What follows belongs to an exercise in optimizing a design on an open flow for small area, a short achievable clock period and few clock cycles per item; a production flow would make more cautious choices. Where RTL was checked, it was by simulation tests only, not by an equivalence proof against the original.

## nickel
## systolic_mm_top
module systolic_mm_top (
   input  logic         clk,
   input  logic         rst,
   input  logic         in_valid,
   output logic         in_ready,
   input  logic [31:0]  a_col,
   input  logic [31:0]  b_row,
   output logic         out_valid,
   input  logic         out_ready,
   output logic [287:0] c,
   output logic         busy
);
Size in the first run: roughly 410 flip-flops, roughly 50000 um2 of cells after synthesis.
==> flow/config.mk <==
export PLATFORM = sky130hd
export DESIGN_NAME = systolic_mm_top
export DESIGN_NICKNAME = systolic_mm_top
export VERILOG_FILES = /design/flow/design.v
export SDC_FILE = /design/flow/constraint.sdc
export NUM_CORES = 4
export LEC_CHECK = 0
export CAP_MARGIN = 20
export CORE_MARGIN = 2
export CORE_UTILIZATION = 60
export SETUP_SLACK_MARGIN = 3
export SLEW_MARGIN = 20
==> flow/constraint.sdc <==
create_clock -name core_clock -period 7.0 [get_ports {clk}]
set_input_delay 1.4000 -clock core_clock [delete_from_list [all_inputs] [get_ports {clk}]]
set_output_delay 1.4000 -clock core_clock [all_outputs]
set_load 0.01 [all_outputs]
standard.sh (not shown) runs the stock make flow with config.mk's settings and CLKGATE_MAP_FILE= SYNTH_SCRIPT=/design/flow/synth_recipe.tcl, a recipe that flattens the netlist after the stock synthesis.
==> flow/flow/run.sh <==
#!/bin/bash
# Own layout flow: the standard ORFS flow, with the port buffers that
# placement inserts on every input and output made plain buf_2 cells instead
# of the delay buffers the standard choice picks. Every tool's output goes to
# a log file of its own here (ORFS's per-step logs stay under orfs/logs).
set -euo pipefail
export BUFFER_PORTS_ARGS="-buffer_cell sky130_fd_sc_hd__buf_2"
bash standard.sh synth > synth.log 2>&1
bash standard.sh > layout.log 2>&1
Testbench counts of nickel, summed over its fixed seeds: cycles 1,552, matrices 384.
diff inputs: nickel => sierra
==> flow/flow/run.sh <==
#!/bin/bash
# Own layout flow: the standard ORFS flow with two changes.
# - The port buffers that placement puts on every input and output are plain
#   buf_2 cells instead of the delay buffers the default choice picks.
# - After global routing, gates off the critical paths are downsized
#   (ORFS's RECOVER_POWER step).
# Every tool's output goes to a log file of its own here; ORFS's per-step logs
# stay under orfs/logs.
set -euo pipefail
export BUFFER_PORTS_ARGS="-buffer_cell sky130_fd_sc_hd__buf_2"
export RECOVER_POWER=100
bash standard.sh synth > synth.log 2>&1
bash standard.sh > layout.log 2>&1
[summary]
- No crash in sierra: every stage finished, but the layout fails its final checks due to max-capacitance violations, max-slew violations.
- There was hardly any difference in average vias per placed instance between sierra and nickel.
- Diff sierra..nickel | post-CTS setup repair buffer count | unchanged
- For routed length on met1, nickel and sierra come out practically identical.
- For routed wire length, sierra and nickel come out practically identical.
- Comparing sierra and nickel, the higher maximum fanout along the worst path is on sierra.
- The routed length per placed instance on sierra is in line with that on nickel.
- Required time at the endpoint of the critical path in sierra is 260 ps below nickel.
- Hold violation total from the final report: nickel vs sierra identical
- sierra vs. nickel: design area fell by 1.5%; storage element area stayed essentially flat.
> inputs changed (sierra -> harbor)
==> flow/run.sh (new file) <==
#!/bin/bash
# synth_recipe.tcl (not shown) runs the flow's synth.tcl, then flattens the netlist and writes it again
# the make line also repeats each setting of config.mk as NAME=value (left out here)
make -C /OpenROAD-flow-scripts/flow DESIGN_CONFIG=/design/flow/config.mk WORK_HOME=/design/flow/orfs CLKGATE_MAP_FILE= SYNTH_SCRIPT=/design/flow/synth_recipe.tcl finish
removed: flow/flow/run.sh
removed: flow/standard.sh
Notes after the runs:
- harbor reached the end of the flow, and the finished layout is clean on the timing, design-rule and antenna checks.
- Of harbor and sierra, the run reporting the lower flip-flop and latch share of the layout cell area was harbor.
- Going from sierra to harbor, wire length after detailed routing grows by 1.8%.
- Between sierra and harbor, the final cell count figures differ only marginally.
- When the final numbers for harbor and sierra were put side by side, the fraction of area in clock buffers and inverters turned out to be greater in sierra.
- harbor vs. sierra: number of CTS-inserted buffers fell by about 1.9%; fraction of the cycle the final worst path needs fell 17 points; clock-buffer cell count went down; number of max-capacitance violations reported dropped 7; length of routed met3 wiring increased about 12%.
diff inputs: harbor => raven
# harbor
export LEC_CHECK = 0
export CAP_MARGIN = 20
export CORE_MARGIN = 2
export CORE_UTILIZATION = 60
export SETUP_SLACK_MARGIN = 3
export SLEW_MARGIN = 20
create_clock -name core_clock -period 7.0 [get_ports {clk}]
# raven
export LEC_CHECK = 0
export CAP_MARGIN = 20
export CORE_MARGIN = 2
export CORE_UTILIZATION = 75
export CTS_BUF_LIST = sky130_fd_sc_hd__clkbuf_8
export CTS_CLUSTER_SIZE = 30
export SETUP_SLACK_MARGIN = 3
export SLEW_MARGIN = 20
create_clock -name core_clock -period 7.0 [get_ports {clk}]
==> flow/flow/run.sh (new file) <==
#!/bin/bash
# Own layout flow: the standard ORFS flow, with the port buffers that
# placement inserts on every input and output made plain buf_2 cells instead
# of the delay buffers the standard choice picks. Every tool's output goes to
# a log file of its own here (ORFS's per-step logs stay under orfs/logs).
set -euo pipefail
export BUFFER_PORTS_ARGS="-buffer_cell sky130_fd_sc_hd__buf_2"
bash standard.sh synth > synth.log 2>&1
bash standard.sh > layout.log 2>&1
==> flow/standard.sh (new file) <==
#!/bin/bash
# synth_recipe.tcl (not shown) runs the flow's synth.tcl, then flattens the netlist and writes it again
# the make line also repeats each setting of config.mk as NAME=value (left out here)
make -C /OpenROAD-flow-scripts/flow DESIGN_CONFIG=/design/flow/config.mk WORK_HOME=/design/flow/orfs CLKGATE_MAP_FILE= SYNTH_SCRIPT=/design/flow/synth_recipe.tcl "${@:-finish}"
removed: flow/run.sh
==> comparison <==
Wire: raven routes less than harbor. What raven reported for number of inserted filler cells in the final layout has to be multiplied by 1.6 to get the figure for harbor. The lower fmax came out of harbor.

---

tundra:
Starting RTL as in the previous note.
export LEC_CHECK = 0
export CAP_MARGIN = 20
export CORE_MARGIN = 2
export CORE_UTILIZATION = 75
export SETUP_SLACK_MARGIN = 3
export SLEW_MARGIN = 20
create_clock -name core_clock -period 7.0 [get_ports {clk}]
==> flow/flow/run.sh <==
#!/bin/bash
# Own layout flow: the standard ORFS flow, with the port buffers that
# placement inserts on every input and output made plain buf_2 cells instead
# of the delay buffers the standard choice picks. Every tool's output goes to
# a log file of its own here (ORFS's per-step logs stay under orfs/logs).
set -euo pipefail
export BUFFER_PORTS_ARGS="-buffer_cell sky130_fd_sc_hd__buf_2"
bash standard.sh synth > synth.log 2>&1
bash standard.sh > layout.log 2>&1
Testbench counts of tundra, summed over its fixed seeds: cycles 1,552, matrices 384.
### tundra -> willow
Settings: swapping 20 for 5 in CAP_MARGIN; swapping 20 for 5 in SLEW_MARGIN.
## What came out
- ~same cell area after layout in willow and tundra
- willow against tundra: inverter count did not really move, post-synth design cell area did not really move.
- Re maximum buffer depth of the clock tree: no difference whatsoever between willow and tundra.
- Clock-cell share of area came out exactly the same in willow and tundra.
- Diff willow..tundra | number of buffers and inverters on the critical path | unchanged
--- input diff willow..onyx ---
Settings: CAP_MARGIN now 20, was 5; SLEW_MARGIN now 20, was 5.
==> flow/flow/run.sh <==
#!/bin/bash
# Own layout flow: the standard ORFS flow, with the port buffers that
# placement inserts on every input and output made plain buf_1 cells instead
# of the delay buffers the standard choice picks. Every tool's output goes to
# a log file of its own here (ORFS's per-step logs stay under orfs/logs).
set -euo pipefail
export BUFFER_PORTS_ARGS="-buffer_cell sky130_fd_sc_hd__buf_1"
bash standard.sh synth > synth.log 2>&1
bash standard.sh > layout.log 2>&1
==> comparison <==
- onyx has completed all stages; timing, DRC and antenna checks passed.
- willow: all stages complete, timing, DRC and antenna checks passed
- Going from willow to onyx, cell area after layout moved down; post-layout net count moved up.
- Between onyx and willow, the difference in wire length reported by the detailed router is negligible.
- Comparing onyx and willow, the higher number of detailed-route iterations in the first pass is on willow.
- ~same worst-case setup margin in the final layout in onyx and willow

---

Setup of run A:
systolic_mm_top, a different RTL version from the one above (not shown whole).
For scale: about 5100 cells after synthesis, ~410 flip-flops, about 0.051 sq mm of cells after synthesis.
## systolic_mm_top
module systolic_mm_top (
   input  logic         clk,
   input  logic         rst,
   input  logic         in_valid,
   output logic         in_ready,
   input  logic [31:0]  a_col,
   input  logic [31:0]  b_row,
   output logic         out_valid,
   input  logic         out_ready,
   output logic [287:0] c,
   output logic         busy
);
   systolic_mm_engine u_engine (
      .clk       (clk),
      .rst       (rst),
      .in_valid  (in_valid),
      .in_ready  (in_ready),
      .a_col     (a_col),
      .b_row     (b_row),
      .out_valid (out_valid),
      .out_ready (out_ready),
      .c         (c),
      .busy      (busy)
   );
endmodule
==> flow/config.mk <==
export PLATFORM = sky130hd
export DESIGN_NAME = systolic_mm_top
export DESIGN_NICKNAME = systolic_mm_top
export VERILOG_FILES = /design/flow/design.v
export SDC_FILE = /design/flow/constraint.sdc
export NUM_CORES = 4
export LEC_CHECK = 0
export CAP_MARGIN = 20
export CORE_MARGIN = 2
export CORE_UTILIZATION = 60
export SETUP_SLACK_MARGIN = 3
export SLEW_MARGIN = 20
==> flow/constraint.sdc <==
create_clock -name core_clock -period 7.0 [get_ports {clk}]
set_input_delay 1.4000 -clock core_clock [delete_from_list [all_inputs] [get_ports {clk}]]
set_output_delay 1.4000 -clock core_clock [all_outputs]
set_load 0.01 [all_outputs]
==> flow/flow/run.sh <==
#!/bin/bash
# Own layout flow: the standard ORFS flow, with the port buffers that
# placement inserts on every input and output made plain buf_2 cells instead
# of the delay buffers the standard choice picks. Every tool's output goes to
# a log file of its own here (ORFS's per-step logs stay under orfs/logs).
set -euo pipefail
export BUFFER_PORTS_ARGS="-buffer_cell sky130_fd_sc_hd__buf_2"
bash standard.sh synth > synth.log 2>&1
bash standard.sh > layout.log 2>&1
Run A completed; timing, DRC and antenna clean
Relative to run A, the following input files were edited for run B:
==> flow/run.sh (new file) <==
#!/bin/bash
# synth_recipe.tcl (not shown) runs the flow's synth.tcl, then flattens the netlist and writes it again
# the make line also repeats each setting of config.mk as NAME=value (left out here)
make -C /OpenROAD-flow-scripts/flow DESIGN_CONFIG=/design/flow/config.mk WORK_HOME=/design/flow/orfs CLKGATE_MAP_FILE= SYNTH_SCRIPT=/design/flow/synth_recipe.tcl finish
-- flow/config.mk --
<<< run A, line 9
export CORE_MARGIN = 2
export CORE_UTILIZATION = 60
export SETUP_SLACK_MARGIN = 3
>>> run B, line 9
export CORE_MARGIN = 2
export CORE_UTILIZATION = 45
export SETUP_SLACK_MARGIN = 3
removed: flow/flow/run.sh
removed: flow/standard.sh
Notes after the runs:
Run B and run A all finish clean. Taking run A as the reference, in run B number of DRC markers in iteration 0 shows a reduction of 0.50%; non-clock buffer share of cell area increased 2.8 points; worst setup slack decreased by 0.038 ns relative to the old numbers.
diff inputs: run B => run C
-- flow/config.mk --
<<< run B, line 9
export CORE_MARGIN = 2
export CORE_UTILIZATION = 45
export SETUP_SLACK_MARGIN = 3
export SLEW_MARGIN = 20
>>> run C, line 9
export CORE_MARGIN = 2
export CORE_UTILIZATION = 60
export SETUP_SLACK_MARGIN = 3.5
export SLEW_MARGIN = 20
Findings:
Going from run B to run C, number of well taps shrinks by 368.
Of run C and run B, the run reporting the higher core utilization was run C.
Non-clock buffer count, run C vs run B: up by more than half
No run of this note included a check of the RTL's function; only the layout flow was run.

---

systolic_mm_top, a different RTL version from the one above (not shown whole).
Size in the first run: ~4900 cells after synthesis, ~360 I/O pins, ~0.049 mm² of cells after synthesis.
clock: 7.0 ns
lec_check: 0
cap_margin: 20
core_margin: 2
core_utilization: 80
setup_slack_margin: 3
slew_margin: 20
==> flow/flow/run.sh <==
#!/bin/bash
# Own layout flow: the standard ORFS flow, with the port buffers that
# placement inserts on every input and output made plain buf_2 cells instead
# of the delay buffers the standard choice picks. Every tool's output goes to
# a log file of its own here (ORFS's per-step logs stay under orfs/logs).
set -euo pipefail
export BUFFER_PORTS_ARGS="-buffer_cell sky130_fd_sc_hd__buf_2"
bash standard.sh synth > synth.log 2>&1
bash standard.sh > layout.log 2>&1
The starting point completed without violations.
Testbench counts at the start, summed over its fixed seeds: cycles 1,552, matrices 384.
Edit:
--- a/flow/config.mk
+++ b/flow/config.mk
@@ -10 +10 @@
-export CORE_UTILIZATION = 80
+export CORE_UTILIZATION = 75
@@ -12,0 +13 @@
+export TNS_END_PERCENT = 30
What happened: Final cell count went up by about 1.5%; non-clock buffer count rises by 19; hold slack gains 0.028 ns.
Edit:
--- a/flow/config.mk
+++ b/flow/config.mk
@@ -10 +10 @@
-export CORE_UTILIZATION = 75
+export CORE_UTILIZATION = 85
@@ -13 +12,0 @@
-export TNS_END_PERCENT = 30
The new run passed the timing, design-rule and antenna checks.
Synthesized area stays the same.
Cell area is about the same.
Critical path depth increases by 8.
Wire length increases by 26%.
Die area decreases by 12%.
Worst setup slack degrades by 0.57 ns.
Worst hold slack degrades by 0.033 ns.
Global-route usage increases by 8.8 points.

---

systolic_mm_top, a different RTL version from the one above (not shown whole).
For scale: ~360 flip-flops, ~360 I/O pins.
export LEC_CHECK = 0
export CAP_MARGIN = 20
export CORE_MARGIN = 2
export CORE_UTILIZATION = 45
export SETUP_SLACK_MARGIN = 2
export SLEW_MARGIN = 20
create_clock -name core_clock -period 7.0 [get_ports {clk}]
run.sh (not shown) runs the stock make flow with config.mk's settings and CLKGATE_MAP_FILE= SYNTH_SCRIPT=/design/flow/synth_recipe.tcl, a recipe that flattens the netlist after the stock synthesis.
Stock flow here: none of the scripts above is used.
The baseline finished with timing, DRC and antenna clean.
Rerun with:
Settings changed: SETUP_SLACK_MARGIN 2 to not set.
The new run completed with no timing, DRC or antenna violations.
Critical path depth goes down by 2.
Design area decreases by about 6%.
First-iteration DRC count fell by 13%.
Utilization falls by 3.1 points.
Non-clock buffer count falls by 192.
Area after synthesis does not change.
Worst setup slack gets worse by 1.3 ns.
No run of this note included a check of the RTL's function; only the layout flow was run.

---

RTL: one of the versions met above, not the one the previous note started from.
For scale: ~5100 cells after synthesis, about 360 I/O pins, roughly 51000 sq um of cells after synthesis.
// systolic_mm_top
module systolic_mm_top (
   input  logic         clk,
   input  logic         rst,
   input  logic         in_valid,
   output logic         in_ready,
   input  logic [31:0]  a_col,
   input  logic [31:0]  b_row,
   output logic         out_valid,
   input  logic         out_ready,
   output logic [287:0] c,
   output logic         busy
);
==> flow/config.mk <==
export PLATFORM = sky130hd
export DESIGN_NAME = systolic_mm_top
export DESIGN_NICKNAME = systolic_mm_top
export VERILOG_FILES = /design/flow/design.v
export SDC_FILE = /design/flow/constraint.sdc
export NUM_CORES = 4
export LEC_CHECK = 0
export CAP_MARGIN = 20
export CORE_MARGIN = 2
export CORE_UTILIZATION = 60
export SETUP_SLACK_MARGIN = 3
export SLEW_MARGIN = 20
==> flow/constraint.sdc <==
create_clock -name core_clock -period 7.0 [get_ports {clk}]
set_input_delay 1.4000 -clock core_clock [delete_from_list [all_inputs] [get_ports {clk}]]
set_output_delay 1.4000 -clock core_clock [all_outputs]
set_load 0.01 [all_outputs]
Then changed:
- CORE_UTILIZATION: 60 -> 45
- SETUP_SLACK_MARGIN: 3 -> 2
=>
- setup slack got worse by 0.74 ns
- clock skew is about the same
- final area falls by 3.5%
- wire length falls by 0.49%
- sequential share of layout area rises by 0.73 points
- register-to-register slack got worse by 0.79 ns
- global-route usage falls by 8.2 points
- cell count rises by 4.0%
Then changed:
- CORE_UTILIZATION: 45 -> 60
- SETUP_SLACK_MARGIN: 2 -> 4
Outcome: Wire length rose by 19%; count of clock-buffer cells in the layout is lower by 1; global-route usage increases by 13 points.
No run of this note included a check of the RTL's function; only the layout flow was run.

[port drivers added, routing unchanged]
The flow's constraints put no driver on any port. The routed layouts listed below were extracted and timed again, unchanged, in two steps.
Step 1, drivers: a clkbuf_16 drives clk and a buf_2 each remaining input, both assumed.
Step 2 adds t to the input delays and takes it off the output delays; t is the mean of the earliest and latest rising clock arrival at the registers after step 1. Input paths then give back, and output paths get back, about the clock's delay inside the block.
a / b / c = no drivers / after step 1 / after step 2; a / b = the first two.
run | t, ns | setup WS [ns] | worst setup path at the end
nickel | 0.697 | 3.011 / 3.011 / 3.011 | register to register
sierra | 0.700 | 1.751 / 1.801 / 1.101 | input to register
harbor | 0.679 | 2.960 / 2.888 / 3.063 | register to register
raven | 0.738 | 2.985 / 2.985 / 2.985 | register to register
tundra | 0.691 | 2.989 / 2.979 / 2.989 | register to register
willow | 0.691 | 2.989 / 2.979 / 2.989 | register to register
onyx | 0.689 | 2.988 / 2.988 / 2.988 | register to register
run A | 0.698 | 3.051 / 2.981 / 3.097 | register to register
run B | 0.734 | 3.013 / 2.980 / 3.013 | register to register
run C | 0.712 | 3.122 / 3.101 / 3.122 | register to register
the first run of note 4 | 0.681 | 3.001 / 2.978 / 3.001 | register to register
the second run of note 4 | 0.685 | 2.973 / 2.904 / 3.031 | register to register
the third run of note 4 | 0.705 | 2.407 / 2.407 / 2.407 | register to register
the first run of note 5 | 0.727 | 2.092 / 2.092 / 2.092 | register to register
the second run of note 5 | 0.736 | 0.757 / 0.757 / 0.757 | register to register
the first run of note 6 | 0.698 | 3.003 / 2.932 / 3.048 | register to register
the second run of note 6 | 0.725 | 2.259 / 2.259 / 2.259 | register to register
the third run of note 6 | 0.704 | 2.992 / 2.992 / 2.992 | register to register
For sierra, which loses most, drivers alone change the setup slack by +0.050 ns; drivers and shift together by -0.650 ns.
